Background: an optimization exercise with open tools, aiming at a short achievable clock period and few clock cycles per item. Do not read the settings as production practice. The RTL was checked by simulation tests, not by an equivalence proof against the original design. Power is estimated from default activity; no workload was simulated.

File: design.v
package hssl_pkg;
  typedef logic [32-1:0]      key_t;
  typedef logic [3-1:0]    route_t;
  typedef logic [6-1:0]    shift_t;
  typedef logic [8-1:0] cfg_addr_t;
  typedef logic [8*32-1:0] key_array_t;
  typedef logic [8*3-1:0] route_array_t;
  typedef logic [4*32-1:0] fmsk_array_t;
  typedef logic [4*6-1:0] fsft_array_t;
endpackage
`timescale 1ns/10ps
module config_regs
(
  input  logic         pl_clk0_buf_int,
  input  logic         rst_n,
  input  hssl_pkg::cfg_addr_t    cfg_addr,
  input  hssl_pkg::key_t         cfg_wdata,
  input  logic         cfg_en,
  input  logic         cnt_routed,    
  input  logic         cnt_timeout,   
  input  logic         cnt_miss,      
  output hssl_pkg::key_t         mp_key,
  output hssl_pkg::fmsk_array_t  mp_fmsk,
  output hssl_pkg::fsft_array_t  mp_fsft,
  output hssl_pkg::key_array_t   rt_key,
  output hssl_pkg::key_array_t   rt_mask,
  output hssl_pkg::route_array_t rt_route,
  output hssl_pkg::key_t         drop_wait,
  output logic                   dw_zero,
  output logic                   dw_one,
  output logic                   dw_two,
  output hssl_pkg::key_t         routed_count,
  output hssl_pkg::key_t         dropped_count
);
  always_ff @(posedge pl_clk0_buf_int)
  begin
    if (!rst_n)
    begin
      mp_key    <= '0;
      mp_fmsk   <= '0;
      mp_fsft   <= '0;
      rt_key    <= '0;
      rt_mask   <= '0;
      rt_route  <= '0;
      drop_wait <= '0;
    end
    else if (cfg_en)
    begin
      if (cfg_addr == 8'h00)
        mp_key <= cfg_wdata;
      if (cfg_addr == 8'h50)
        drop_wait <= cfg_wdata;
      for (int i = 0; i < 4; i++)
      begin
        if (cfg_addr == hssl_pkg::cfg_addr_t'(8'h10 + i))
          mp_fmsk[i*32 +: 32] <= cfg_wdata;
        if (cfg_addr == hssl_pkg::cfg_addr_t'(8'h14 + i))
          mp_fsft[i*6 +: 6] <= cfg_wdata[6-1:0];
      end
      for (int i = 0; i < 8; i++)
      begin
        if (cfg_addr == hssl_pkg::cfg_addr_t'(8'h20 + i))
          rt_key[i*32 +: 32] <= cfg_wdata;
        if (cfg_addr == hssl_pkg::cfg_addr_t'(8'h30 + i))
          rt_mask[i*32 +: 32] <= cfg_wdata;
        if (cfg_addr == hssl_pkg::cfg_addr_t'(8'h40 + i))
          rt_route[i*3 +: 3] <= cfg_wdata[3-1:0];
      end
    end
  end
  always_ff @(posedge pl_clk0_buf_int)
  begin
    dw_zero <= (drop_wait == '0);
    dw_one  <= (drop_wait == hssl_pkg::key_t'(1));
    dw_two  <= (drop_wait == hssl_pkg::key_t'(2));
  end
  localparam int CB = 4;
  localparam int NCH = 32 / CB;
  logic [NCH-1:1] r_ones;       
  logic [NCH-1:1] d_ones;       
  logic [NCH-1:1] r_cin;        
  logic [NCH-1:1] d_cin_n;      
  logic [NCH-1:1] d_cin_t;      
  logic [NCH-1:1] r_up;
  logic [NCH-1:1] d_up;
  logic [CB:0]    d_lo_n;       
  logic [CB:0]    d_lo_t;       
  logic [CB:0]    r_lo;
  assign r_lo   = {1'b0, routed_count[CB-1:0]} + (CB+1)'(1);
  assign d_lo_n = {1'b0, dropped_count[CB-1:0]} + (CB+1)'(cnt_miss);
  assign d_lo_t = {1'b0, dropped_count[CB-1:0]} + (CB+1)'(cnt_miss) + (CB+1)'(1);
  always_comb
  begin
    for (int k = 1; k < NCH; k++)
    begin
      r_cin[k]   = r_lo[CB];
      d_cin_n[k] = d_lo_n[CB];
      d_cin_t[k] = d_lo_t[CB];
      for (int j = 1; j < k; j++)
      begin
        r_cin[k]   = r_cin[k]   && r_ones[j];
        d_cin_n[k] = d_cin_n[k] && d_ones[j];
        d_cin_t[k] = d_cin_t[k] && d_ones[j];
      end
      r_up[k] = cnt_routed && r_cin[k];
      d_up[k] = cnt_timeout ? d_cin_t[k] : d_cin_n[k];
    end
  end
  always_ff @(posedge pl_clk0_buf_int)
  begin
    if (!rst_n)
    begin
      routed_count  <= '0;
      dropped_count <= '0;
      r_ones        <= '0;
      d_ones        <= '0;
    end
    else
    begin
      if (cnt_routed)
        routed_count[CB-1:0] <= r_lo[CB-1:0];
      dropped_count[CB-1:0] <= cnt_timeout ? d_lo_t[CB-1:0] : d_lo_n[CB-1:0];
      for (int k = 1; k < NCH; k++)
      begin
        if (r_up[k])
        begin
          routed_count[k*CB +: CB] <= routed_count[k*CB +: CB] + CB'(1);
          r_ones[k]                <= (routed_count[k*CB +: CB] == CB'(2**CB - 2));
        end
        if (d_up[k])
        begin
          dropped_count[k*CB +: CB] <= dropped_count[k*CB +: CB] + CB'(1);
          d_ones[k]                 <= (dropped_count[k*CB +: CB] == CB'(2**CB - 2));
        end
      end
    end
  end
endmodule
`timescale 1ns/10ps
module event_mapper
(
  input  logic        pl_clk0_buf_int,
  input  logic        rst_n,
  input  hssl_pkg::key_t        evt_data,
  input  logic        evt_vld,
  input  logic        evt_rdy,
  input  hssl_pkg::key_t        mp_key,
  input  hssl_pkg::fmsk_array_t mp_fmsk,
  input  hssl_pkg::fsft_array_t mp_fsft,
  output hssl_pkg::key_t        map_key,
  output logic        map_vld
);
  localparam int KB = 32;
  localparam int SB = 6;
  localparam int NM = 4;
  hssl_pkg::key_t s0_data;
  logic           s0_vld;
  logic [NM*KB-1:0] s1_fld;
  logic             s1_vld;
  always_ff @(posedge pl_clk0_buf_int)
  begin
    s0_data <= evt_data;
    if (!rst_n)
    begin
      s0_vld  <= 1'b0;
      s1_vld  <= 1'b0;
      map_vld <= 1'b0;
    end
    else
    begin
      s0_vld  <= evt_vld && evt_rdy;
      s1_vld  <= s0_vld;
      map_vld <= s1_vld;
    end
  end
  always_ff @(posedge pl_clk0_buf_int)
  begin
    for (int i = 0; i < NM; i++)
      s1_fld[i*KB +: KB] <= (s0_data & mp_fmsk[i*KB +: KB]) >> mp_fsft[i*SB +: 3];
  end
  hssl_pkg::key_t key_nxt;
  always_comb
  begin
    key_nxt = mp_key;
    for (int i = 0; i < NM; i++)
      if (!mp_fsft[i*SB + 5])
        key_nxt = key_nxt | (s1_fld[i*KB +: KB] >> {mp_fsft[i*SB + 3 +: 2], 3'b000});
  end
  always_ff @(posedge pl_clk0_buf_int)
  begin
    map_key <= key_nxt;
  end
endmodule
`timescale 1ns/10ps
module route_table
(
  input  logic         pl_clk0_buf_int,
  input  logic         rst_n,
  input  hssl_pkg::key_t         map_key,
  input  logic         map_vld,
  input  hssl_pkg::key_array_t   rt_key,
  input  hssl_pkg::key_array_t   rt_mask,
  input  hssl_pkg::route_array_t rt_route,
  output hssl_pkg::key_t         rtd_key,
  output hssl_pkg::route_t       rtd_route,
  output logic         rtd_push,    
  output logic         rtd_miss     
);
  localparam int KB = 32;
  localparam int NR = 8;
  localparam int RB = 3;
  localparam int GB = 8;             
  localparam int NG = KB / GB;
  logic [NR*NG-1:0] s3_grp;
  hssl_pkg::key_t   s3_key;
  logic             s3_vld;
  always_ff @(posedge pl_clk0_buf_int)
  begin
    s3_key <= map_key;
    for (int i = 0; i < NR; i++)
      for (int g = 0; g < NG; g++)
        s3_grp[i*NG + g] <= ~|((map_key[g*GB +: GB] & rt_mask[i*KB + g*GB +: GB]) ^ rt_key[i*KB + g*GB +: GB]);
  end
  logic             hit_nxt;
  hssl_pkg::route_t route_nxt;
  always_comb
  begin
    hit_nxt   = 1'b0;
    route_nxt = '0;
    for (int i = NR - 1; i >= 0; i--)
    begin
      if (&s3_grp[i*NG +: NG])
      begin
        hit_nxt   = 1'b1;
        route_nxt = rt_route[i*RB +: RB];
      end
    end
  end
  always_ff @(posedge pl_clk0_buf_int)
  begin
    rtd_key   <= s3_key;
    rtd_route <= route_nxt;
  end
  always_ff @(posedge pl_clk0_buf_int)
  begin
    if (!rst_n)
    begin
      s3_vld   <= 1'b0;
      rtd_push <= 1'b0;
      rtd_miss <= 1'b0;
    end
    else
    begin
      s3_vld   <= map_vld;
      rtd_push <= s3_vld && hit_nxt;
      rtd_miss <= s3_vld && !hit_nxt;
    end
  end
endmodule
`timescale 1ns/10ps
module drop_timer
(
  input  logic pl_clk0_buf_int,
  input  logic rst_n,
  input  logic dw_zero,               
  input  logic dw_one,                
  input  logic dw_two,                
  input  hssl_pkg::key_t drop_wait,   
  input  logic timer_started,         
  output logic timer_expired
);
  hssl_pkg::key_t next_no;
  logic           exp_q;
  assign timer_expired = timer_started ? dw_one : exp_q;
  always_ff @(posedge pl_clk0_buf_int)
  begin
    if (!rst_n)
      exp_q <= 1'b0;
    else if (timer_started)
      exp_q <= dw_two;
    else
      exp_q <= !dw_zero && (next_no == drop_wait);
  end
  always_ff @(posedge pl_clk0_buf_int)
  begin
    if (timer_started)
      next_no <= hssl_pkg::key_t'(3);
    else
      next_no <= next_no + hssl_pkg::key_t'(1);
  end
endmodule
`timescale 1ns/10ps
module router_ctrl
#(
  parameter int DEPTH = 16,         
  parameter int AW    = 4           
)
(
  input  logic                          pl_clk0_buf_int,
  input  logic                          rst_n,
  input  logic                          evt_vld,
  output logic                          evt_rdy,
  input  hssl_pkg::key_t                          rtd_key,
  input  hssl_pkg::route_t                        rtd_route,
  input  logic                          rtd_push,
  input  logic                          rtd_miss,
  output hssl_pkg::key_t                          out_key,
  output logic [8-1:0] out_vld,
  input  logic [8-1:0] out_rdy,
  output logic                          timer_started,
  input  logic                          timer_expired,
  output logic                          cnt_routed,
  output logic                          cnt_timeout,
  output logic                          cnt_miss
);
  localparam int KB = 32;
  localparam int NC = 8;
  localparam int BD = DEPTH / 2;    
  localparam int EB = KB + NC + 3;
  logic [EB-1:0]    bank0 [BD];
  logic [EB-1:0]    bank1 [BD];
  logic [AW-1:0]    wr_ptr;
  logic [BD-1:0]    rd0;            
  logic [BD-1:0]    rd1;            
  logic [BD-1:0]    rd0_now;
  logic [BD-1:0]    rd1_now;
  logic [EB-1:0]    head0;          
  logic [EB-1:0]    head1;
  logic             hsel;           
  logic [AW:0]      q_cnt;          
  logic             q_nempty;       
  logic             push_d;         
  logic [NC-1:0]    push_chan;
  assign cnt_miss = rtd_miss;
  always_comb
  begin
    push_chan = '0;
    push_chan[rtd_route] = 1'b1;
  end
  always_ff @(posedge pl_clk0_buf_int)
  begin
    for (int i = 0; i < BD; i++)
    begin
      if (rtd_push && (wr_ptr == AW'(2*i)))
        bank0[i] <= {rtd_route, push_chan, rtd_key};
      if (rtd_push && (wr_ptr == AW'(2*i + 1)))
        bank1[i] <= {rtd_route, push_chan, rtd_key};
    end
  end
  assign rd0_now = (timer_started &&  hsel) ? {rd0[BD-2:0], rd0[BD-1]} : rd0;
  assign rd1_now = (timer_started && !hsel) ? {rd1[BD-2:0], rd1[BD-1]} : rd1;
  logic [EB-1:0] read0;
  logic [EB-1:0] read1;
  always_comb
  begin
    read0 = '0;
    read1 = '0;
    for (int i = 0; i < BD; i++)
    begin
      read0 = read0 | (bank0[i] & {EB{rd0_now[i]}});
      read1 = read1 | (bank1[i] & {EB{rd1_now[i]}});
    end
  end
  always_ff @(posedge pl_clk0_buf_int)
  begin
    head0 <= read0;
    head1 <= read1;
  end
  hssl_pkg::key_t   head_key;
  logic [NC-1:0]    head_vld;
  hssl_pkg::route_t head_route;
  always_comb
  begin
    {head_route, head_vld, head_key} = hsel ? head1 : head0;
    if (!q_nempty)
      head_vld = '0;
  end
  logic             active;
  logic             free;        
  logic             chan_rdy;    
  logic             cnt_rdy;     
  logic             load;        
  logic             load_key;    
  logic             take;
  logic [NC-1:0]    vld_n;
  hssl_pkg::route_t chan;
  assign free     = !active || timer_expired;
  assign chan_rdy = |(~vld_n & out_rdy);
  assign cnt_rdy  = active && out_rdy[chan];
  assign load     = cnt_rdy || free;
  assign load_key = chan_rdy || free;
  assign take     = load && q_nempty;
  assign cnt_routed  = cnt_rdy;
  assign cnt_timeout = active && timer_expired && !cnt_rdy;
  always_ff @(posedge pl_clk0_buf_int)
  begin
    if (!rst_n)
    begin
      rd0           <= BD'(1);
      rd1           <= BD'(1);
      hsel          <= 1'b0;
      active        <= 1'b0;
      timer_started <= 1'b0;
      out_vld       <= '0;
      vld_n         <= '1;
      out_key       <= '0;
      chan          <= '0;
    end
    else
    begin
      timer_started <= take;
      rd0           <= rd0_now;
      rd1           <= rd1_now;
      if (take)
        hsel <= !hsel;
      if (load)
      begin
        active  <= q_nempty;
        out_vld <= head_vld;
        vld_n   <= ~head_vld;
        chan    <= head_route;
      end
      if (load_key)
        out_key <= head_key;
    end
  end
  logic [AW:0] q_cur;    
  logic        q_ge1;    
  logic        q_ge2;    
  assign q_cur = q_cnt - (AW+1)'(timer_started);
  assign q_ge1 = (q_cur != '0) || push_d;
  assign q_ge2 = (q_cur > (AW+1)'(1)) || ((q_cur != '0) && push_d);
  always_ff @(posedge pl_clk0_buf_int)
  begin
    if (!rst_n)
    begin
      wr_ptr   <= '0;
      q_cnt    <= '0;
      q_nempty <= 1'b0;
      push_d   <= 1'b0;
    end
    else
    begin
      if (rtd_push)
        wr_ptr <= wr_ptr + 1'b1;
      push_d   <= rtd_push;
      q_cnt    <= q_cur + (AW+1)'(push_d);
      q_nempty <= take ? q_ge2 : q_ge1;
    end
  end
  logic [AW:0] credit;
  logic [AW:0] credit_base;
  logic        acc;
  assign acc         = evt_vld && evt_rdy;
  assign credit_base = credit - (AW+1)'(rtd_miss) - (AW+1)'(timer_started);
  always_ff @(posedge pl_clk0_buf_int)
  begin
    if (!rst_n)
    begin
      credit  <= '0;
      evt_rdy <= 1'b1;
    end
    else if (acc)
    begin
      credit  <= credit_base + 1'b1;
      evt_rdy <= (credit_base < (AW+1)'(DEPTH - 1));
    end
    else
    begin
      credit  <= credit_base;
      evt_rdy <= (credit_base < (AW+1)'(DEPTH));
    end
  end
endmodule
`timescale 1ns/10ps
module dvs_hssl_router_top
(
  input  logic                          pl_clk0_buf_int,
  input  logic                          rst_n,
  input  hssl_pkg::cfg_addr_t                     cfg_addr,
  input  hssl_pkg::key_t                          cfg_wdata,
  input  logic                          cfg_en,
  input  hssl_pkg::key_t                          evt_data,
  input  logic                          evt_vld,
  output logic                          evt_rdy,
  output hssl_pkg::key_t                          out_key,
  output logic [8-1:0] out_vld,
  input  logic [8-1:0] out_rdy,
  output hssl_pkg::key_t                          routed_count,
  output hssl_pkg::key_t                          dropped_count
);
  hssl_pkg::key_t         mp_key;
  hssl_pkg::fmsk_array_t  mp_fmsk;
  hssl_pkg::fsft_array_t  mp_fsft;
  hssl_pkg::key_array_t   rt_key;
  hssl_pkg::key_array_t   rt_mask;
  hssl_pkg::route_array_t rt_route;
  hssl_pkg::key_t         drop_wait;
  logic                   dw_zero;
  logic                   dw_one;
  logic                   dw_two;
  hssl_pkg::key_t         map_key;
  logic                   map_vld;
  hssl_pkg::key_t         rtd_key;
  hssl_pkg::route_t       rtd_route;
  logic                   rtd_push;
  logic                   rtd_miss;
  logic         timer_started;
  logic         timer_expired;
  logic         cnt_routed;
  logic         cnt_timeout;
  logic         cnt_miss;
  config_regs cr (
      .pl_clk0_buf_int (pl_clk0_buf_int)
    , .rst_n           (rst_n)
    , .cfg_addr        (cfg_addr)
    , .cfg_wdata       (cfg_wdata)
    , .cfg_en          (cfg_en)
    , .cnt_routed      (cnt_routed)
    , .cnt_timeout     (cnt_timeout)
    , .cnt_miss        (cnt_miss)
    , .mp_key          (mp_key)
    , .mp_fmsk         (mp_fmsk)
    , .mp_fsft         (mp_fsft)
    , .rt_key          (rt_key)
    , .rt_mask         (rt_mask)
    , .rt_route        (rt_route)
    , .drop_wait       (drop_wait)
    , .dw_zero         (dw_zero)
    , .dw_one          (dw_one)
    , .dw_two          (dw_two)
    , .routed_count    (routed_count)
    , .dropped_count   (dropped_count)
    );
  event_mapper em (
      .pl_clk0_buf_int (pl_clk0_buf_int)
    , .rst_n           (rst_n)
    , .evt_data        (evt_data)
    , .evt_vld         (evt_vld)
    , .evt_rdy         (evt_rdy)
    , .mp_key          (mp_key)
    , .mp_fmsk         (mp_fmsk)
    , .mp_fsft         (mp_fsft)
    , .map_key         (map_key)
    , .map_vld         (map_vld)
    );
  route_table rt (
      .pl_clk0_buf_int (pl_clk0_buf_int)
    , .rst_n           (rst_n)
    , .map_key         (map_key)
    , .map_vld         (map_vld)
    , .rt_key          (rt_key)
    , .rt_mask         (rt_mask)
    , .rt_route        (rt_route)
    , .rtd_key         (rtd_key)
    , .rtd_route       (rtd_route)
    , .rtd_push        (rtd_push)
    , .rtd_miss        (rtd_miss)
    );
  drop_timer dt (
      .pl_clk0_buf_int (pl_clk0_buf_int)
    , .rst_n           (rst_n)
    , .dw_zero         (dw_zero)
    , .dw_one          (dw_one)
    , .dw_two          (dw_two)
    , .drop_wait       (drop_wait)
    , .timer_started   (timer_started)
    , .timer_expired   (timer_expired)
    );
  router_ctrl rc (
      .pl_clk0_buf_int (pl_clk0_buf_int)
    , .rst_n           (rst_n)
    , .evt_vld         (evt_vld)
    , .evt_rdy         (evt_rdy)
    , .rtd_key         (rtd_key)
    , .rtd_route       (rtd_route)
    , .rtd_push        (rtd_push)
    , .rtd_miss        (rtd_miss)
    , .out_key         (out_key)
    , .out_vld         (out_vld)
    , .out_rdy         (out_rdy)
    , .timer_started   (timer_started)
    , .timer_expired   (timer_expired)
    , .cnt_routed      (cnt_routed)
    , .cnt_timeout     (cnt_timeout)
    , .cnt_miss        (cnt_miss)
    );
endmodule
File: run.sh
#!/bin/bash
# synth_recipe.tcl (not shown) runs the flow's synth.tcl, then flattens the netlist and writes it again
# the make line also repeats each setting of config.mk as NAME=value (left out here)
make -C /OpenROAD-flow-scripts/flow DESIGN_CONFIG=/design/flow/config.mk WORK_HOME=/design/flow/orfs CLKGATE_MAP_FILE= SYNTH_SCRIPT=/design/flow/synth_recipe.tcl finish
File: config.mk
export PLATFORM = sky130hd
export DESIGN_NAME = dvs_hssl_router_top
export DESIGN_NICKNAME = dvs_hssl_router_top
export VERILOG_FILES = /design/flow/design.v
export SDC_FILE = /design/flow/constraint.sdc
export NUM_CORES = 4
export LEC_CHECK = 0
export ABC_CLOCK_PERIOD_IN_PS = 1500
export CAP_MARGIN = 20
export CORE_MARGIN = 2
export CORE_UTILIZATION = 60
export CTS_CLUSTER_DIAMETER = 150
export CTS_CLUSTER_SIZE = 20
export SETUP_SLACK_MARGIN = 2.2
export SLEW_MARGIN = 20
File: constraint.sdc
create_clock -name core_clock -period 4.0 [get_ports {pl_clk0_buf_int}]
set_input_delay 0.8000 -clock core_clock [delete_from_list [all_inputs] [get_ports {pl_clk0_buf_int}]]
set_output_delay 0.8000 -clock core_clock [all_outputs]
set_load 0.01 [all_outputs]
==> impl_results.md, run 1 <==
- Share of cells above drive strength 1: 0.179
- Core Util, Final: 0.720
- H-Tree Depth: 3
- Fmax: 402 MHz
- Largest family of logic cells by synthesized area: simple AND/OR/NAND/NOR gates
- MaxCap Viol Count: 0
- Period utilization: 0.622
- Outcome: no timing/DRC/antenna violations
- Area Overhead vs Synth: 19.2%
- DIE WIDTH: 365 µm
- Crit path max fanout: 5
- Routed WL per cell: 28.6 µm
- Vias: 61615
- Synth async-reset ratio: 0
- Design area: 93200 µm²
- Most frequent cell after synthesis: nand2_1
- Final Max Slew Viols: 0
- Die area: 133000 µm²
- Leakage: 30.0 nW
- Share of Yosys cell area claimed by the top area cell type: 0.342
- Vias/cell: 6.29
- Grt peak-use layer: met2
- Synth top area cells: dfxtp_1 34%, edfxtp_1 26%, nand2_1 9.1%
- Grt met3 use: 0.0489
- Mapped cell area: 78200 µm²
- Yosys reg bits: 2022
- Core area: 129000 µm²
- Post-route ant nets: 0
- Initial DRC Count: 8417
- Hold Crit Class: flop to flop
- WP data required: 4700 ps
- GRT Util Overall: 0.362
- DP HPWL: 144000 µm
- # port buffers: 188
- Cell accounting for the most synthesized area: dfxtp_1
- GRT met2 Usage: 0.581
- Worst Tran Pin Value: 1170 ps
- Starting density of the core: 0.604
- Startpoint Class: flop
- VDD IR-drop max: 0.441 mV
- TNS Setup: 0 ps
- FF-to-FF setup slack: 1510 ps
- Detailed-router iteration count before antenna repair: 9
- Fin nets: 8122
- # fillers: 9165
- Clk_skew: 40.5 ps
- Post-synthesis simple-gate area fraction: 0.152
- Mux cell area share after synthesis: 0.0538
- Synth Area in Compound Gates: 0.111
- Largest net degree at the start of global routing: 131
- Vias in the first global route: 54684
- Crit path time final: 2490 ps
- Post-Syn Nets: 7847
- Commonest cells post-synth: 1895 x nand2_1, 1334 x dfxtp_1, 795 x a21oi_1
- Post-Route WL: 280000 µm
- Grt ovf: 0
- Top-Level Pins: 189
- Die span in y: 365 µm
- Xor/xnor share of the synthesized area: 0.0409
- Unrepaired setup endpoints after global routing: yes
- Initial antenna violation count: 12
- Worst reg2reg path depth: 9
- Count of hold-fix buffers inserted at cts: 0
- Met1 usage: 0.496
- Worst Setup End Kind: flop
- Rows: 132
- Adder-Cell Fraction of Synth Area: 0.00730
- Placed insts: 9244
- CP arrival: 3190 ps
- Number of non-filler instances in the completed layout: 9792
- Clk buf depth: 3
- Final setup viols: 0
- Pwr dens: 424 nW/µm²
- CTS Sinks: 2022
- Root Buffer: clkbuf_16
- Clk latency of the worst-skew pair: 800 ps
- Global-route wire length before repair: 358000 µm
- Syn Inst Count: 7718
- DRC viols: 0
- Mean Syn Cell Area: 10.1 µm²
- Distinct cell type count after synthesis: 69
- CTS clock-pin slew for the worst setup and hold paths: 90 ps
- Sequential-to-total area share from yosys stat: 0.606
- CTS tree: yes
- EDFF count, synth: 688
- Endpoints failing hold: 0
- CP Class: flop to flop
- Hold Crit Depth: 0
- Max-Slew Margin vs Limit: 0.220
- Syn. warnings: 7
- Total CTS buffers: 111
- Routability cong.: 1.01
- Placed cell area: 81900 µm²
- Commonest register cell after synthesis: dfxtp_1
==> cells in the final DEF, fill, tap and decap left out, types with 47 or more instances in the layout <==
cell type,n
a21oi_1,784
buf_6,170
edfxtp_1,688
nand2_1,1868
clkdlybuf4s50_1,65
a22oi_1,159
a22oi_2,195
nand3_1,215
inv_1,47
buf_12,86
dfxtp_2,121
o22ai_1,52
nor2_1,210
xnor2_1,68
clkbuf_1,49
mux2i_1,357
clkbuf_16,153
nor2_4,50
nand4_1,187
dfxtp_1,1176
xor2_1,293
buf_4,266
o21ai_0,131
==> power breakdown <==
| part | total, mW | internal (mW) | switching [mW] |
|---|---|---|---|
| logic | 5.41 | 2.31 | 3.10 |
| registers | 22.1 | 21.6 | 0.446 |
| clock network | 12.0 | 5.19 | 6.82 |
==> per-stage QoR <==
step	power (mW)	hold WS, ps	worst slack [ps]
2_1_floorplan	24.3	310	1420
6_report	39.5	331	1510
5_1_grt	40.3	339	1460
3_3_place_gp	25.5	310	529
3_5_place_dp	25.5	312	474
4_1_cts	37.6	331	1650
==> cell families (layout without fill, tap and decap cells) <==
family,Yosys count,count (layout)
buf+inv,608,908
flops,2022,2022
other cells,0,3
mux,405,416
simple gates,2800,2818
xor+xnor,365,365
compound gates,1473,1473
fa+ha+maj,45,45
==> layout make-up <==
| cell class | instances | area (µm²) | share of cell area |
|---|---|---|---|
| Multi-Input combinational cell | 5117 | 31700 | 0.339 |
| Timing Repair Buffer | 688 | 8430 | 0.0904 |
| Clock inverter | 7 | 146 | 0.00157 |
| Sequential cell | 2022 | 47700 | 0.511 |
| Inverter | 53 | 206 | 0.00221 |
| Tap cell | 1742 | 2180 | 0.0234 |
| Clock buffer | 160 | 2960 | 0.0318 |
| Antenna cell | 3 | 7.51 | 0.0000805 |
==> final timing paths <==
path	from	end
worst max-delay path	rc.chan[0]	cr.dropped_count[22]
worst min register to register	rt.s3_key[5]	rt.rtd_key[5]
worst min-delay path	rt.s3_key[5]	rt.rtd_key[5]
worst max register to register	rc.chan[0]	cr.dropped_count[22]
==> registers in the layout, summed over array words and instances, names as in the netlist, 32 cells and up <==
register	flops
rc.bank0	344
rc.bank1	344
cr.rt_key	256
cr.rt_mask	256
cr.mp_fmsk	128
em.s1_fld	128
rc.head0	43
rc.head1	43
cr.drop_wait	32
cr.dropped_count	32
cr.mp_key	32
cr.routed_count	32
dt.next_no	32
em.map_key	32
em.s0_data	32
rc.out_key	32
rt.rtd_key	32
rt.s3_grp	32
rt.s3_key	32
==> repair_timing <==
action,in CTS,in global routing
cloned,36,77
endpoints found under the hold margin,0,0
pin swaps,75,182
resized for setup,1030,497
setup buffers,187,78
setup endpoints to repair,2041,1478
==> layer usage <==
| layer | wire (µm) | part of all wire | vias to the layer above |
|---|---|---|---|
| met5 | 66 | 0.00024 | - |
| met1 | 103000 | 0.37 | 29725 |
| met2 | 125000 | 0.45 | 3684 |
| li1 | - | - | 27331 |
| met4 | 21200 | 0.076 | 6 |
| met3 | 31000 | 0.11 | 869 |
==> critical path, cell delays in order, from the launching register on <==
cell and delay [ps]:
dfxtp_4 410, mux2_4 330, o22a_1 260, a2111oi_4 410, buf_6 190, buf_4 110
buf_6 110, o211ai_4 90, or3_4 360, a21oi_2 140
Testbench counts, summed over its fixed seeds: cycles 3,922, items 3,200.
==> inputs of run 2 (changes only) <==
--- a/design.v
+++ b/design.v
@@ -81,29 +81,75 @@
   logic [NCH-1:1] r_cin;        
   logic [NCH-1:1] d_cin_n;      
   logic [NCH-1:1] d_cin_t;      
-  logic [NCH-1:1] r_up;
-  logic [NCH-1:1] d_up;
-  logic [CB:0]    d_lo_n;       
-  logic [CB:0]    d_lo_t;       
-  logic [CB:0]    r_lo;
-  assign r_lo   = {1'b0, routed_count[CB-1:0]} + (CB+1)'(1);
-  assign d_lo_n = {1'b0, dropped_count[CB-1:0]} + (CB+1)'(cnt_miss);
-  assign d_lo_t = {1'b0, dropped_count[CB-1:0]} + (CB+1)'(cnt_miss) + (CB+1)'(1);
+  logic [CB-1:0]  r_t1;         
+  logic [CB-1:0]  d_t1;         
+  logic [CB-1:0]  d_t2;         
+  logic [CB-1:0]  d_t1h;        
+  logic           r_c1;         
+  logic           d_c1;         
+  logic           d_c2;         
+  logic           d_co_n;       
+  logic           d_co_t;       
+  hssl_pkg::key_t r_tog;        
+  hssl_pkg::key_t d_tog_n;      
+  hssl_pkg::key_t d_tog_t;      
+  logic [NCH-1:1] r_ones_t;     
+  logic [NCH-1:1] d_ones_n;     
+  logic [NCH-1:1] d_ones_t;     
+  hssl_pkg::key_t r_t1a;        
+  hssl_pkg::key_t d_t1a;        
   always_comb
   begin
+    for (int k = 0; k < NCH; k++)
+    begin
+      r_t1a[k*CB] = 1'b1;
+      d_t1a[k*CB] = 1'b1;
+      for (int b = 1; b < CB; b++)
+      begin
+        r_t1a[k*CB + b] = r_t1a[k*CB + b - 1] & routed_count[k*CB + b - 1];
+        d_t1a[k*CB + b] = d_t1a[k*CB + b - 1] & dropped_count[k*CB + b - 1];
+      end
+    end
+    d_t1h[0] = 1'b1;
+    for (int b = 1; b < CB; b++)
+      d_t1h[b] = d_t1h[b-1] & ((b < CB - 1) ? dropped_count[b] : 1'b0);
+  end
+  assign r_t1   = r_t1a[CB-1:0];
+  assign d_t1   = d_t1a[CB-1:0];
+  assign d_t2   = {d_t1h[CB-2:0], 1'b0};
+  assign r_c1   = &routed_count[CB-1:0];
+  assign d_c1   = &dropped_count[CB-1:0];
+  assign d_c2   = &dropped_count[CB-1:1];
+  assign d_co_n = cnt_miss && d_c1;
+  assign d_co_t = cnt_miss ? d_c2 : d_c1;
+  always_comb
+  begin
+    r_tog   = '0;
+    d_tog_n = '0;
+    d_tog_t = '0;
+    r_tog[CB-1:0]   = r_t1;
+    d_tog_n[CB-1:0] = cnt_miss ? d_t1 : '0;
+    d_tog_t[CB-1:0] = cnt_miss ? d_t2 : d_t1;
     for (int k = 1; k < NCH; k++)
     begin
-      r_cin[k]   = r_lo[CB];
-      d_cin_n[k] = d_lo_n[CB];
-      d_cin_t[k] = d_lo_t[CB];
+      r_cin[k]   = r_c1;
+      d_cin_n[k] = d_co_n;
+      d_cin_t[k] = d_co_t;
       for (int j = 1; j < k; j++)
       begin
         r_cin[k]   = r_cin[k]   && r_ones[j];
         d_cin_n[k] = d_cin_n[k] && d_ones[j];
         d_cin_t[k] = d_cin_t[k] && d_ones[j];
       end
-      r_up[k] = cnt_routed && r_cin[k];
-      d_up[k] = cnt_timeout ? d_cin_t[k] : d_cin_n[k];
+      if (r_cin[k])
+        r_tog[k*CB +: CB] = r_t1a[k*CB +: CB];
+      if (d_cin_n[k])
+        d_tog_n[k*CB +: CB] = d_t1a[k*CB +: CB];
+      if (d_cin_t[k])
+        d_tog_t[k*CB +: CB] = d_t1a[k*CB +: CB];
+      r_ones_t[k] = r_cin[k]   ? (routed_count[k*CB +: CB]  == {{(CB-1){1'b1}}, 1'b0}) : r_ones[k];
+      d_ones_n[k] = d_cin_n[k] ? (dropped_count[k*CB +: CB] == {{(CB-1){1'b1}}, 1'b0}) : d_ones[k];
+      d_ones_t[k] = d_cin_t[k] ? (dropped_count[k*CB +: CB] == {{(CB-1){1'b1}}, 1'b0}) : d_ones[k];
     end
   end
   always_ff @(posedge pl_clk0_buf_int)
@@ -117,22 +163,10 @@
     end
     else
     begin
-      if (cnt_routed)
-        routed_count[CB-1:0] <= r_lo[CB-1:0];
-      dropped_count[CB-1:0] <= cnt_timeout ? d_lo_t[CB-1:0] : d_lo_n[CB-1:0];
-      for (int k = 1; k < NCH; k++)
-      begin
-        if (r_up[k])
-        begin
-          routed_count[k*CB +: CB] <= routed_count[k*CB +: CB] + CB'(1);
-          r_ones[k]                <= (routed_count[k*CB +: CB] == CB'(2**CB - 2));
-        end
-        if (d_up[k])
-        begin
-          dropped_count[k*CB +: CB] <= dropped_count[k*CB +: CB] + CB'(1);
-          d_ones[k]                 <= (dropped_count[k*CB +: CB] == CB'(2**CB - 2));
-        end
-      end
+      routed_count  <= routed_count ^ (cnt_routed ? r_tog : '0);
+      dropped_count <= dropped_count ^ (cnt_timeout ? d_tog_t : d_tog_n);
+      r_ones        <= cnt_routed  ? r_ones_t : r_ones;
+      d_ones        <= cnt_timeout ? d_ones_t : d_ones_n;
     end
   end
 endmodule
==> run 2 against run 1 <==
Still clean; area after synthesis barely moved; combinational power is 2% lower; synthesized cell count up 0.54%; first-iteration DRC count decreased by 14%; non-clock buffer count is 33 higher; die area hardly changed; largest power group unchanged.
==> impl_results.md, run 2 <==
- Commonest register cell after synthesis: dfxtp_1
- Worst Setup End Kind: flop
- Pwr dens: 421 nW/µm²
- Core Util, Final: 0.722
- Clk_skew: 56.0 ps
- Period utilization: 0.549
- TNS Setup: 0 ps
- VDD IR-drop max: 0.425 mV
- Hold Crit Class: flop to flop
- Share of cells above drive strength 1: 0.185
- Cell accounting for the most synthesized area: dfxtp_1
- CTS Sinks: 2022
- Synth async-reset ratio: 0
- Global-route wire length before repair: 381000 µm
- Initial DRC Count: 7208
- CP Class: flop to flop
- Endpoints failing hold: 0
- DP HPWL: 145000 µm
- Rows: 132
- Top-Level Pins: 189
- Total CTS buffers: 111
- Routed WL per cell: 27.7 µm
- Worst reg2reg path depth: 10
- Detailed-router iteration count before antenna repair: 6
- Sequential-to-total area share from yosys stat: 0.606
- Starting density of the core: 0.604
- Crit path max fanout: 6
- Most frequent cell after synthesis: nand2_1
- Largest net degree at the start of global routing: 114
- Max-Slew Margin vs Limit: 0.187
- Leakage: 30.3 nW
- Fmax: 455 MHz
- CTS tree: yes
- Commonest cells post-synth: 1925 x nand2_1, 1334 x dfxtp_1, 816 x a21oi_1
- Grt ovf: 0
- CTS clock-pin slew for the worst setup and hold paths: 90 ps
- Distinct cell type count after synthesis: 66
- Final Max Slew Viols: 0
- Post-Route WL: 273000 µm
- Syn Inst Count: 7760
- Count of hold-fix buffers inserted at cts: 0
- Die area: 133000 µm²
- Number of non-filler instances in the completed layout: 9847
- EDFF count, synth: 688
- Mean Syn Cell Area: 10.1 µm²
- Clk buf depth: 3
- Post-Syn Nets: 7860
- Fin nets: 8151
- Vias in the first global route: 56227
- Startpoint Class: flop
- Unrepaired setup endpoints after global routing: yes
- Core area: 129000 µm²
- Post-route ant nets: 0
- Hold Crit Depth: 0
- DIE WIDTH: 365 µm
- Synth top area cells: dfxtp_1 34%, edfxtp_1 26%, nand2_1 9.2%
- Routability cong.: 0.959
- FF-to-FF setup slack: 1800 ps
- Vias: 61502
- Initial antenna violation count: 13
- Die span in y: 365 µm
- Area Overhead vs Synth: 19.5%
- Syn. warnings: 7
- Commonest non-fill, non-tap cell in the layout: nand2_1
- WP data required: 4680 ps
- MaxCap Viol Count: 0
- Worst Tran Pin Value: 1220 ps
- GRT Util Overall: 0.390
- Placed insts: 9264
- DRC viols: 0
- Largest regs: rc.bank0 x344, rc.bank1 x344
- Clk latency of the worst-skew pair: 820 ps
- Mapped cell area: 78200 µm²
- Yosys reg bits: 2022
- H-Tree Depth: 3
- Share of Yosys cell area claimed by the top area cell type: 0.342
- Vias/cell: 6.25
- # port buffers: 188
- Most frequent cells in the layout: 1894 x nand2_1, 1169 x dfxtp_1, 802 x a21oi_1, 688 x edfxtp_1, 334 x mux2i_1
- Outcome: no timing/DRC/antenna violations
- Crit path time final: 2200 ps
- Final setup viols: 0
- Root Buffer: clkbuf_16
- CP arrival: 2870 ps
run 2: cell types whose count changed in the layout (fill, tap and decap cells not counted), moves of 33 or more:
cell,delta
clkbuf_16,-36
buf_16,+37
xor2_1,+33
nand3_1,-35
buf_4,+36
nor2_1,+33
run 2: layout make-up:
type                    count  area [µm²]
well taps                1742        2180
clock buffers             158        2950
multi-input cells        5160       31500
diodes                      1        2.50
flip-flops and latches   2022       47700
fillers                  9262       35900
inverters                  35         163
clock inverters             8         195
repair buffers            721        8720
run 2: timing repair:
| action | CTS | global route |
|---|---|---|
| endpoints found under the setup margin | 1978 | 1369 |
| cloned | 76 | 10 |
| pin swaps | 190 | 159 |
| gates resized for setup | 1209 | 301 |
| buffers inserted | 240 | 89 |
run 2: layer usage:
layer	vias to the layer above	global-route usage	routed length, µm
li1	27412	-	-
met1	29822	0.514	102000
met2	3407	0.614	123000
met3	849	0.0675	27400
met4	12	0.213	20000
met5	-	0	74
run 2: metrics by stage:
stage | setup WS (ps) | hold slack [ps] | power [mW] | area [µm²]
detailed placement | 675 | 312 | 25.6 | 82000
CTS | 1820 | 327 | 38.4 | 91300
floorplan | 1630 | 310 | 24.2 | 79900
finish | 1800 | 314 | 39.4 | 93400
global placement | 699 | 310 | 25.5 | 82000
global route | 1750 | 324 | 40.4 | 93400
run 2: path summary, 6_finish.rpt:
check,start,end
setup / recovery,rc.timer_started,rc.head1[21]
hold / removal,rt.s3_key[12],rt.rtd_key[12]
setup reg to reg,rc.timer_started,rc.head1[21]
hold reg to reg,rt.s3_key[12],rt.rtd_key[12]
run 2: logic make-up (layout without fill, tap and decap cells):
group,count (synthesis),after routing,synth area share
AND/OR/NAND/NOR,2864,2883,0.156
flip-flops,2022,2022,0.606
AO/OA/AOI/OAI,1486,1486,0.112
buffers and inverters,608,922,0.0302
XOR/XNOR,383,383,0.0429
multiplexers,381,392,0.0497
adder cells (fa/ha/maj),16,16,0.00266
other,0,1,0
run 2: where the power goes:
part / internal (mW) / total, mW / leakage, nW / switching (mW)
combinational: 2.35 / 5.28 / 12.4 / 2.93
sequential: 21.6 / 22.1 / 16.4 / 0.446
clock: 5.18 / 12.0 / 1.50 / 6.85
total: 29.2 / 39.4 / 30.3 / 10.2
run 2: worst max-delay path, stage by stage, from the launching register on:
cell and delay, ps:
dfxtp_4 370, buf_6 120, buf_8 130, nand2b_4 120
buf_12 130, mux2_4 400, buf_12 180, buf_12 120
buf_16 140, a22oi_2 220, nand4_1 140
Testbench counts of run 2, summed over its fixed seeds: cycles 3,922, items 3,200.
==> inputs of run 3 (changes only) <==
--- a/design.v
+++ b/design.v
@@ -381,8 +381,8 @@
         bank1[i] <= {rtd_route, push_chan, rtd_key};
     end
   end
-  assign rd0_now = (timer_started &&  hsel) ? {rd0[BD-2:0], rd0[BD-1]} : rd0;
-  assign rd1_now = (timer_started && !hsel) ? {rd1[BD-2:0], rd1[BD-1]} : rd1;
+  assign rd0_now = rd0;
+  assign rd1_now = rd1;
   logic [EB-1:0] read0;
   logic [EB-1:0] read1;
   always_comb
@@ -413,19 +413,22 @@
   logic             free;        
   logic             chan_rdy;    
   logic             cnt_rdy;     
+  logic             to_rdy;      
   logic             load;        
   logic             load_key;    
   logic             take;
   logic [NC-1:0]    vld_n;
   hssl_pkg::route_t chan;
+  logic [NC-1:0]    vld_t;
   assign free     = !active || timer_expired;
   assign chan_rdy = |(~vld_n & out_rdy);
   assign cnt_rdy  = active && out_rdy[chan];
+  assign to_rdy   = |(vld_t & out_rdy);
   assign load     = cnt_rdy || free;
   assign load_key = chan_rdy || free;
   assign take     = load && q_nempty;
   assign cnt_routed  = cnt_rdy;
-  assign cnt_timeout = active && timer_expired && !cnt_rdy;
+  assign cnt_timeout = active && timer_expired && !to_rdy;
   always_ff @(posedge pl_clk0_buf_int)
   begin
     if (!rst_n)
@@ -437,21 +440,27 @@
       timer_started <= 1'b0;
       out_vld       <= '0;
       vld_n         <= '1;
+      vld_t         <= '1;
       out_key       <= '0;
       chan          <= '0;
     end
     else
     begin
       timer_started <= take;
-      rd0           <= rd0_now;
-      rd1           <= rd1_now;
       if (take)
+      begin
         hsel <= !hsel;
+        if (hsel)
+          rd1 <= {rd1[BD-2:0], rd1[BD-1]};
+        else
+          rd0 <= {rd0[BD-2:0], rd0[BD-1]};
+      end
       if (load)
       begin
         active  <= q_nempty;
         out_vld <= head_vld;
         vld_n   <= ~head_vld;
+        vld_t   <= head_vld;
         chan    <= head_route;
       end
       if (load_key)
==> run 3 against run 2 <==
Highest routed layer unchanged; critical endpoint is now cr.dropped_count[19]; utilization fell by 2.1 points; largest cell class unchanged; count of clock-buffer cells in the layout rose by 2; combinational power fell by 31%.
==> impl_results.md, run 3 <==
- Die span in y: 366 µm
- Share of Yosys cell area claimed by the top area cell type: 0.341
- Routability cong.: 0.978
- WP data required: 4690 ps
- Most frequent cell after synthesis: nand2_1
- Post-Syn Nets: 7972
- H-Tree Depth: 3
- Global-route wire length before repair: 364000 µm
- CP arrival: 2950 ps
- Detailed-router iteration count before antenna repair: 5
- Post-Route WL: 251000 µm
- Core area: 130000 µm²
- Tot Pwr: 37.6 mW
- Total CTS buffers: 111
- Top-Level Pins: 189
- Fin nets: 8154
- Largest regs: rc.bank0 x344, rc.bank1 x344
- DP HPWL: 147000 µm
- Synth async-reset ratio: 0
- CTS clock-pin slew for the worst setup and hold paths: 90 ps
- Largest net degree at the start of global routing: 110
- Clk_skew: 31.7 ps
- Endpoints failing hold: 0
- Routed WL per cell: 25.4 µm
- Cell accounting for the most synthesized area: dfxtp_1
- Commonest register cell after synthesis: dfxtp_1
- Clk latency of the worst-skew pair: 780 ps
- Sequential-to-total area share from yosys stat: 0.603
- GRT Util Overall: 0.357
- Pwr dens: 413 nW/µm²
- Vias in the first global route: 57005
- Crit path max fanout: 2
- Initial antenna violation count: 12
- Post-route ant nets: 0
- Grt ovf: 0
- Initial DRC Count: 6854
- Final Max Slew Viols: 0
- DIE WIDTH: 366 µm
- Worst Setup End Kind: flop
- Worst Tran Pin Value: 1170 ps
- MaxCap Viol Count: 0
- Commonest cells post-synth: 1994 x nand2_1, 1342 x dfxtp_1, 852 x a21oi_1
- Root Buffer: clkbuf_16
- Placed cell area: 82500 µm²
- Clk buf depth: 3
- Die area: 134000 µm²
- Final setup viols: 0
- Design area: 91200 µm²
- Most frequent cells in the layout: 1934 x nand2_1, 1163 x dfxtp_1, 817 x a21oi_1, 688 x edfxtp_1, 361 x a22oi_1
- VDD IR-drop max: 0.435 mV
- Rows: 132
- Mean Syn Cell Area: 10.0 µm²
- Yosys reg bits: 2030
- Share of cells above drive strength 1: 0.162
- Area Overhead vs Synth: 15.8%
- Mapped cell area: 78800 µm²
- Unrepaired setup endpoints after global routing: yes
- Outcome: no timing/DRC/antenna violations
- Crit path time final: 2260 ps
- CTS Sinks: 2030
- Period utilization: 0.566
- Syn. warnings: 7
- TNS Setup: 0 ps
- Startpoint Class: flop
- Distinct cell type count after synthesis: 61
- Hold Crit Class: flop to flop
- Vias: 60709
- Commonest non-fill, non-tap cell in the layout: nand2_1
- Count of hold-fix buffers inserted at cts: 0
- DRC viols: 0
- # port buffers: 188
- Fmax: 442 MHz
- Vias/cell: 6.16
- Syn Inst Count: 7872
- Leakage: 29.8 nW
- EDFF count, synth: 688
- Synth top area cells: dfxtp_1 34%, edfxtp_1 26%, nand2_1 9.5%
- Starting density of the core: 0.606
- CTS tree: yes
- Core Util, Final: 0.701
- CP Class: flop to flop
- Max-Slew Margin vs Limit: 0.222
[run 3: cell types whose count changed after synthesis, sizes merged, moves of 24 or more]
cell,delta
nand2,+68
buf,-27
o21ai,+26
nor3,+24
nor2,-76
nand3,+33
and2,-28
mux2i,-31
clkbuf,+52
a211oi,-34
xor2,-43
a21oi,+36
mux2,+26
[run 3: where the power goes]
group,total (mW),internal [mW],switching [mW]
logic,3.66,1.66,2.00
registers,22.1,21.5,0.584
clock network,11.8,5.17,6.67
total,37.6,28.4,9.25
[run 3: worst paths after layout]
check | from | endpoint | slack, ps | depth (start not counted)
min reg2reg | rt.s3_key[31] | rt.rtd_key[31] | 320 | 0
min | rt.s3_key[31] | rt.rtd_key[31] | 320 | 0
max | rc.vld_t[2] | cr.dropped_count[19] | 1740 | 13
max reg2reg | rc.vld_t[2] | cr.dropped_count[19] | 1740 | 13
[run 3: layer usage]
| layer | vias up | GRT usage | share of wire |
|---|---|---|---|
| met5 | - | 0 | 0.00036 |
| met1 | 29804 | 0.470 | 0.39 |
| met3 | 552 | 0.0503 | 0.080 |
| met4 | 8 | 0.146 | 0.047 |
| met2 | 2659 | 0.594 | 0.48 |
| li1 | 27686 | - | - |
[run 3: cell families after synthesis]
kind of cell    synth area share
compound gates             0.112
xor+xnor                  0.0380
fa+ha+maj                0.00276
buf+inv                   0.0314
flops                      0.603
mux                       0.0544
simple gates               0.158
[run 3: timing repair]
action                                   CTS  global route
cloned                                    35             9
buffers inserted                         193            88
pin swaps                                118            74
endpoints found under the setup margin  1956          1015
gates resized for setup                 1062           207
[run 3: critical path, cell delays in order, from the launching register on]
cell	delay, ps
dfxtp_2	340
a222oi_1	410
buf_4	190
buf_6	80
buf_6	80
buf_6	80
buf_6	80
buf_6	80
buf_6	80
buf_6	90
nand3_2	50
a211oi_2	320
o2111ai_1	160
a21oi_1	150
[run 3: final cells by class]
cell class                 count  area (µm²)
sequential                  2030       47900
fill                        9656       38800
multi-input combinational   5218       31100
timing repair buffer         642        6670
clock buffer                 160        2960
tap                         1742        2180
inverter                      51         219
clock inverter                 7         144
antenna                        3        7.51
[run 3: stage by stage]
step,hold WS (ps),std cells,worst slack (ps)
final,317,9853,1740
after global placement,310,9358,571
after CTS,324,9753,1880
after global routing,339,9851,1660
after detailed placement,312,9358,532
after floorplan,310,7872,1520
Testbench counts of run 3, summed over its fixed seeds: cycles 3,922, items 3,200.
==> inputs of run 4 (changes only) <==
--- a/design.v
+++ b/design.v
@@ -300,20 +300,21 @@
   input  logic dw_one,                
   input  logic dw_two,                
   input  hssl_pkg::key_t drop_wait,   
+  input  logic timer_start,           
   input  logic timer_started,         
   output logic timer_expired
 );
   hssl_pkg::key_t next_no;
-  logic           exp_q;
-  assign timer_expired = timer_started ? dw_one : exp_q;
   always_ff @(posedge pl_clk0_buf_int)
   begin
     if (!rst_n)
-      exp_q <= 1'b0;
+      timer_expired <= 1'b0;
+    else if (timer_start)
+      timer_expired <= dw_one;
     else if (timer_started)
-      exp_q <= dw_two;
+      timer_expired <= dw_two;
     else
-      exp_q <= !dw_zero && (next_no == drop_wait);
+      timer_expired <= !dw_zero && (next_no == drop_wait);
   end
   always_ff @(posedge pl_clk0_buf_int)
   begin
@@ -341,6 +342,7 @@
   output hssl_pkg::key_t                          out_key,
   output logic [8-1:0] out_vld,
   input  logic [8-1:0] out_rdy,
+  output logic                          timer_start,
   output logic                          timer_started,
   input  logic                          timer_expired,
   output logic                          cnt_routed,
@@ -427,6 +429,7 @@
   assign load     = cnt_rdy || free;
   assign load_key = chan_rdy || free;
   assign take     = load && q_nempty;
+  assign timer_start = take;
   assign cnt_routed  = cnt_rdy;
   assign cnt_timeout = active && timer_expired && !to_rdy;
   always_ff @(posedge pl_clk0_buf_int)
@@ -548,6 +551,7 @@
   hssl_pkg::route_t       rtd_route;
   logic                   rtd_push;
   logic                   rtd_miss;
+  logic         timer_start;
   logic         timer_started;
   logic         timer_expired;
   logic         cnt_routed;
@@ -607,6 +611,7 @@
     , .dw_one          (dw_one)
     , .dw_two          (dw_two)
     , .drop_wait       (drop_wait)
+    , .timer_start     (timer_start)
     , .timer_started   (timer_started)
     , .timer_expired   (timer_expired)
     );
@@ -622,6 +627,7 @@
     , .out_key         (out_key)
     , .out_vld         (out_vld)
     , .out_rdy         (out_rdy)
+    , .timer_start     (timer_start)
     , .timer_started   (timer_started)
     , .timer_expired   (timer_expired)
     , .cnt_routed      (cnt_routed)
==> run 4 against run 3 <==
Clock power is essentially flat; count of clock-buffer cells in the layout is the same; maximum frequency grew 5.0%; clock skew shrank 3.5 ps; critical path type unchanged; critical path depth shrank 5; combinational power grew 25%; cell count shrank 1.0%; register-to-register slack gained 110 ps; final area shrank 0.71%; wire length grew 1.4%.
==> impl_results.md, run 4 <==
- Outcome: no timing/DRC/antenna violations
- Commonest cells post-synth: 1977 x nand2_1, 1342 x dfxtp_1, 838 x a21oi_1
- DRC viols: 0
- Global-route wire length before repair: 364000 µm
- RR Endpoint: rc.out_vld[1]
- Detailed-router iteration count before antenna repair: 6
- Endpoints failing hold: 0
- Distinct cell type count after synthesis: 67
- H-Tree Depth: 3
- CP arrival: 2850 ps
- Max-Slew Margin vs Limit: 0.236
- CP Launch Point: rc.chan[0]
- CP Class: flop to flop
- Fmax: 464 MHz
- Vias: 60799
- Syn Inst Count: 7833
- Root Buffer: clkbuf_16
- Synth async-reset ratio: 0
- Worst Setup End Kind: flop
- Unrepaired setup endpoints after global routing: yes
- Syn. warnings: 7
- Crit path time final: 2160 ps
- Most frequent cell after synthesis: nand2_1
- Core Util, Final: 0.697
- Post-route ant nets: 0
- Top-Level Pins: 189
- R2R Path Start: rc.chan[0]
- TNS Setup: 0 ps
- Sequential-to-total area share from yosys stat: 0.605
- Final setup viols: 0
- Synth top area cells: dfxtp_1 34%, edfxtp_1 26%, nand2_1 9.4%
- Initial DRC Count: 7324
- Starting density of the core: 0.605
- Worst Tran Pin Value: 1150 ps
- Post-Route WL: 254000 µm
- Largest net degree at the start of global routing: 111
- CTS clock-pin slew for the worst setup and hold paths: 90 ps
- Tot Pwr: 39.1 mW
- Vias/cell: 6.24
- Die span in y: 366 µm
- Routed wl met3: 22900 µm
- Met2 wire length: 119000 µm
- Clk latency of the worst-skew pair: 790 ps
- Startpoint Class: flop
- Total CTS buffers: 111
- Clk_skew: 28.1 ps
- DIE WIDTH: 366 µm
- Clk buf depth: 3
- FF-to-FF setup slack: 1840 ps
- Crit path max fanout: 5
- Commonest register cell after synthesis: dfxtp_1
- Routed WL per cell: 26.1 µm
- M1 WL: 101000 µm
- Largest regs: rc.bank0 x344, rc.bank1 x344
- Area Overhead vs Synth: 15.2%
- VDD IR-drop max: 0.386 mV
- CTS Sinks: 2030
- End of the critical path: rc.out_vld[1]
- Routability cong.: 0.991
- Hold Slack: 326 ps
- Worst reg2reg path depth: 8
- Most frequent cells in the layout: 1909 x nand2_1, 1162 x dfxtp_1, 798 x a21oi_1, 688 x edfxtp_1, 358 x a22oi_1
- MaxCap Viol Count: 0
- Initial antenna violation count: 15
- Period utilization: 0.539
- Die area: 134000 µm²
- Top routing layer in use: met5
- CTS tree: yes
- Mapped cell area: 78600 µm²
- Share of Yosys cell area claimed by the top area cell type: 0.342
- WP data required: 4700 ps
- Grt ovf: 0
- Hold Crit Class: flop to flop
- Post-Syn Nets: 7933
- EDFF count, synth: 688
- Count of hold-fix buffers inserted at cts: 0
- Cell accounting for the most synthesized area: dfxtp_1
- Fin nets: 8050
- GRT Util Overall: 0.359
- Core area: 130000 µm²
- DP HPWL: 148000 µm
- Pwr dens: 432 nW/µm²
- Mean Syn Cell Area: 10.0 µm²
- Final Max Slew Viols: 0
- Vias in the first global route: 55778
- Share of cells above drive strength 1: 0.159
- Commonest non-fill, non-tap cell in the layout: nand2_1
- Rows: 132
- # port buffers: 188
- Yosys reg bits: 2030
- Leakage: 29.1 nW
## run 4: critical path, stage by stage, from the launching register on
cell and delay, ps:
dfxtp_4 380, mux4_2 530, buf_6 140, mux2_4 320
nor2_4 210, buf_6 150, buf_6 130, nand2_2 70
a21oi_2 140
## run 4: worst min-delay path by stage
stage                       start  cells past startpoint             end
detailed placement  rt.s3_key[11]                      0  rt.rtd_key[11]
global placement     rt.s3_key[5]                      0   rt.rtd_key[5]
floorplan            rt.s3_key[0]                      0   rt.rtd_key[0]
global route        rt.s3_key[31]                      0  rt.rtd_key[31]
CTS                 rt.s3_key[31]                      0  rt.rtd_key[31]
finish              rt.s3_key[31]                      0  rt.rtd_key[31]
## run 4: cell families after synthesis
| family | count (synthesis) | synth area share |
|---|---|---|
| adder cells (fa/ha/maj) | 17 | 0.00277 |
| buffers and inverters | 637 | 0.0309 |
| AND/OR/NAND/NOR | 2899 | 0.159 |
| flip-flops | 2030 | 0.605 |
| XOR/XNOR | 345 | 0.0384 |
| multiplexers | 356 | 0.0498 |
| AO/OA/AOI/OAI | 1549 | 0.115 |
## run 4: power by group
group	internal [mW]	switching [mW]
Sequential	21.8	0.776
Clock	5.22	6.74
Combinational	2.06	2.50
## run 4: area by class of cell
type                    instances  area, µm²
well taps                    1742       2180
inverters                      38        155
clock inverters                 7        181
fillers                      9716      39300
clock buffers                 160       2980
diodes                          4       10.0
multi-input cells            5192      31000
flip-flops and latches       2030      47900
repair buffers                577       6130
## run 4: per-layer routing
metal / vias to the layer above / GRT usage
met5: - / 0
met4: 6 / 0.130
met3: 547 / 0.0545
met2: 2991 / 0.578
met1: 29803 / 0.496
li1: 27452 / -
## run 4: timing repair
item	4_1_cts	5_1_grt
endpoints found under the hold margin	0	0
cloned	32	15
setup buffers	152	67
pin swaps	89	107
endpoints found under the setup margin	1978	902
gates resized for setup	972	364
## run 4: metrics by stage
| step | instances | area [µm²] | setup slack [ps] |
|---|---|---|---|
| 6_report | 9750 | 90500 | 1840 |
| 5_1_grt | 9749 | 90500 | 1760 |
| 4_1_cts | 9664 | 88500 | 1840 |
| 3_5_place_dp | 9313 | 82200 | 632 |
| 3_3_place_gp | 9313 | 82200 | 660 |
| 2_1_floorplan | 7833 | 80300 | 1600 |
Testbench counts of run 4, summed over its fixed seeds: cycles 3,922, items 3,200.
==> inputs of run 5 (changes only) <==
--- a/design.v
+++ b/design.v
@@ -187,30 +187,25 @@
   localparam int KB = 32;
   localparam int SB = 6;
   localparam int NM = 4;
-  hssl_pkg::key_t s0_data;
-  logic           s0_vld;
   logic [NM*KB-1:0] s1_fld;
   logic             s1_vld;
   always_ff @(posedge pl_clk0_buf_int)
   begin
-    s0_data <= evt_data;
     if (!rst_n)
     begin
-      s0_vld  <= 1'b0;
       s1_vld  <= 1'b0;
       map_vld <= 1'b0;
     end
     else
     begin
-      s0_vld  <= evt_vld && evt_rdy;
-      s1_vld  <= s0_vld;
+      s1_vld  <= evt_vld && evt_rdy;
       map_vld <= s1_vld;
     end
   end
   always_ff @(posedge pl_clk0_buf_int)
   begin
     for (int i = 0; i < NM; i++)
-      s1_fld[i*KB +: KB] <= (s0_data & mp_fmsk[i*KB +: KB]) >> mp_fsft[i*SB +: 3];
+      s1_fld[i*KB +: KB] <= (evt_data & mp_fmsk[i*KB +: KB]) >> mp_fsft[i*SB +: 3];
   end
   hssl_pkg::key_t key_nxt;
   always_comb
==> run 5 against run 4 <==
Sequential power is 2% lower; non-clock buffer count up 35; wire length down 0.79%; critical path depth down 1; final area barely moved; clock skew grew 23 ps; first-iteration DRC count down 1.4%; critical path type unchanged; synthesized cell count up 0.54%; total power is 2.6% lower; clock power hardly changed; utilization rose by 0.15 points; still clean on timing, DRC and antenna; highest routed layer unchanged.
==> impl_results.md, run 5 <==
- Crit path max fanout: 6
- Core Util, Final: 0.699
- Grt ovf: 0
- Top-Level Pins: 189
- Unrepaired setup endpoints after global routing: yes
- Initial antenna violation count: 21
- Hold Crit Depth: 0
- Worst reg2reg path depth: 7
- VDD IR-drop max: 0.372 mV
- Cell accounting for the most synthesized area: dfxtp_1
- Crit path cell chain: a22o_1 > a2111oi_4 > buf_6 > buf_4 > a31oi_2 > or4_1 > a21oi_1
- WP data required: 4660 ps
- Clk latency of the worst-skew pair: 790 ps
- Global-route wire length before repair: 359000 µm
- Starting density of the core: 0.605
- CP peak stage delay: 510 ps
- Post-Syn Nets: 7975
- CP Class: flop to flop
- MaxCap Viol Count: 0
- Post-Route WL: 252000 µm
- Largest net degree at the start of global routing: 139
- Endpoints failing hold: 0
- Final Max Slew Viols: 0
- Synth async-reset ratio: 0
- Total CTS buffers: 109
- Crit path buf inv count: 2
- Syn Inst Count: 7875
- CTS tree: yes
- Clk_skew: 51.0 ps
- Pwr dens: 421 nW/µm²
- Mean Syn Cell Area: 9.95 µm²
- Most frequent cells in the layout: 1967 x nand2_1, 1118 x dfxtp_1, 803 x a21oi_1, 688 x edfxtp_1, 354 x a22oi_1
- Outcome: no timing/DRC/antenna violations
- Rows: 132
- Most frequent cell after synthesis: nand2_1
- Fin nets: 8115
- Yosys reg bits: 1997
- DP HPWL: 149000 µm
- Commonest non-fill, non-tap cell in the layout: nand2_1
- TNS Setup: 0 ps
- Vias in the first global route: 55231
- GRT Util Overall: 0.361
- Worst Tran Pin Value: 1170 ps
- Share of cells above drive strength 1: 0.153
- Hold Crit Class: flop to flop
- Die span in y: 365 µm
- EDFF count, synth: 688
- Mapped cell area: 78300 µm²
- Routed WL per cell: 25.7 µm
- Worst Setup End Kind: flop
- FF-to-FF setup slack: 1790 ps
- Vias: 60752
- Largest regs: rc.bank0 x344, rc.bank1 x344
- Startpoint Class: flop
- Die area: 133000 µm²
- CTS clock-pin slew for the worst setup and hold paths: 90 ps
- Period utilization: 0.552
- Initial DRC Count: 7220
- Detailed-router iteration count before antenna repair: 8
- Leakage: 29.6 nW
- Post-route ant nets: 0
- Max-Slew Margin vs Limit: 0.218
- Area Overhead vs Synth: 15.6%
- Commonest register cell after synthesis: dfxtp_1
- Share of Yosys cell area claimed by the top area cell type: 0.335
- Core area: 129000 µm²
- Placed cell area: 81900 µm²
- Syn. warnings: 7
- Distinct cell type count after synthesis: 66
- Synth top area cells: dfxtp_1 33%, edfxtp_1 26%, nand2_1 9.6%
- # port buffers: 188
- Root Buffer: clkbuf_16
- Clk buf depth: 3
- CP delay by family, top: compound AO/OA/AOI/OAI gates
- # fillers: 9602
- Slowest-stage cell, CP: or4_1
- Crit path time final: 2210 ps
- Vias/cell: 6.19
- CP arrival: 2870 ps
- Final setup viols: 0
- Sequential-to-total area share from yosys stat: 0.598
- DIE WIDTH: 365 µm
- CTS Sinks: 1997
- WP depth: 7
- H-Tree Depth: 3
- Routability cong.: 0.946
- Commonest cells post-synth: 2000 x nand2_1, 1309 x dfxtp_1, 837 x a21oi_1
- Fmax: 453 MHz
- Design area: 90500 µm²
- DRC viols: 0
run 5: changes by cell type after synthesis, moves of 11 or more:
cell and change:
or3_1 -12, mux2i_1 +31, inv_1 +15, dfxtp_1 -33
nor4_1 +15, clkbuf_1 +12, nand3_1 -19, nand2_1 +23
o221ai_1 +11, nor2_1 +16
run 5: final cells by class:
type                    instances  area, µm²  area share
flip-flops and latches       1997      47300       0.522
clock inverters                 7        148     0.00163
diodes                          5       12.5    0.000138
repair buffers                612       6520      0.0721
multi-input cells            5243      31200       0.345
inverters                      52        210     0.00232
clock buffers                 158       2930      0.0324
well taps                    1742       2180      0.0241
run 5: per-layer routing:
metal,global-route usage,part of all wire,vias to the layer above
met5,0,0.00013,-
met1,0.488,0.39,29560
li1,-,-,27656
met4,0.170,0.054,4
met3,0.0427,0.084,601
met2,0.583,0.47,2931
run 5: report_power, final:
group | switching [mW] | internal [mW] | leakage (nW)
clock network | 6.58 | 5.12 | 1.47
registers | 0.705 | 21.5 | 16.7
logic | 2.33 | 1.89 | 11.4
total | 9.62 | 28.5 | 29.6
run 5: metrics by stage:
| step | instances | hold WS (ps) | power [mW] | worst slack, ps |
|---|---|---|---|---|
| global route | 9812 | 321 | 39.2 | 1720 |
| global placement | 9346 | 311 | 25.8 | 587 |
| CTS | 9726 | 316 | 38.0 | 1890 |
| detailed placement | 9346 | 312 | 25.9 | 541 |
| floorplan | 7875 | 310 | 24.4 | 1510 |
| finish | 9816 | 316 | 38.1 | 1790 |
run 5: cell families (layout without fill, tap and decap cells):
kind of cell | Yosys count | in the layout | share of synthesized area
adders and majority gates | 16 | 16 | 0.00265
DFF | 1997 | 1997 | 0.598
and+or+nand+nor | 2929 | 2951 | 0.161
other | 0 | 5 | 0
AOI/OAI and AO/OA | 1547 | 1550 | 0.116
buffers and inverters | 660 | 829 | 0.0320
xor gates and xnor gates | 343 | 343 | 0.0384
muxes | 383 | 383 | 0.0519
run 5: path summary, 6_finish.rpt:
path,end,from
max reg2reg,cr.dropped_count[2],rc.vld_t[0]
min,rt.rtd_key[14],rt.s3_key[14]
max,cr.dropped_count[2],rc.vld_t[0]
min reg2reg,rt.rtd_key[14],rt.s3_key[14]
run 5: timing repair:
item,4_1_cts,5_1_grt
hold endpoints to repair,0,0
hold buffers,0,0
setup buffers,184,76
setup endpoints to repair,1945,1492
cloned,31,9
gates resized for setup,1057,249
pin swaps,82,73
Testbench counts of run 5, summed over its fixed seeds: cycles 3,913, items 3,200.

==> what the ideal ports hide <==
The flow's constraints put no driver on any port. The routed layouts listed below were extracted and timed again, unchanged, in two steps.
Step 1 (the two cells are an assumption about what drives the block):
set clk [get_ports {pl_clk0_buf_int}]
set_driving_cell -lib_cell sky130_fd_sc_hd__clkbuf_16 $clk
set_driving_cell -lib_cell sky130_fd_sc_hd__buf_2 [delete_from_list [all_inputs] $clk]
Step 2 also shifts input and output timing later by t, the mid clock arrival at the registers, as if the neighbouring blocks saw the same clock.
Slacks: no drivers / after step 1 / after step 2; pairs: no drivers / after step 1.
run | t (ns) | setup WS [ns] | hold WS [ns] | slew at the worst register clock pin (ns)
run 1 | 0.857 | 1.513 / 1.513 / 0.714 | 0.331 / 0.331 / 0.331 | 0.10 / 0.10
run 2 | 0.868 | 1.802 / 1.792 / 0.988 | 0.314 / 0.314 / 0.314 | 0.10 / 0.10
run 3 | 0.837 | 1.736 / 1.736 / 1.009 | 0.317 / 0.317 / 0.317 | 0.10 / 0.10
run 4 | 0.865 | 1.844 / 1.824 / 1.071 | 0.326 / 0.326 / 0.326 | 0.09 / 0.09
run 5 | 0.855 | 1.790 / 1.790 / 0.987 | 0.316 / 0.316 / 0.316 | 0.09 / 0.09
After both steps every run listed still meets setup and hold. For run 2, which loses most, drivers alone change the setup slack by -0.010 ns; drivers and shift together by -0.814 ns.
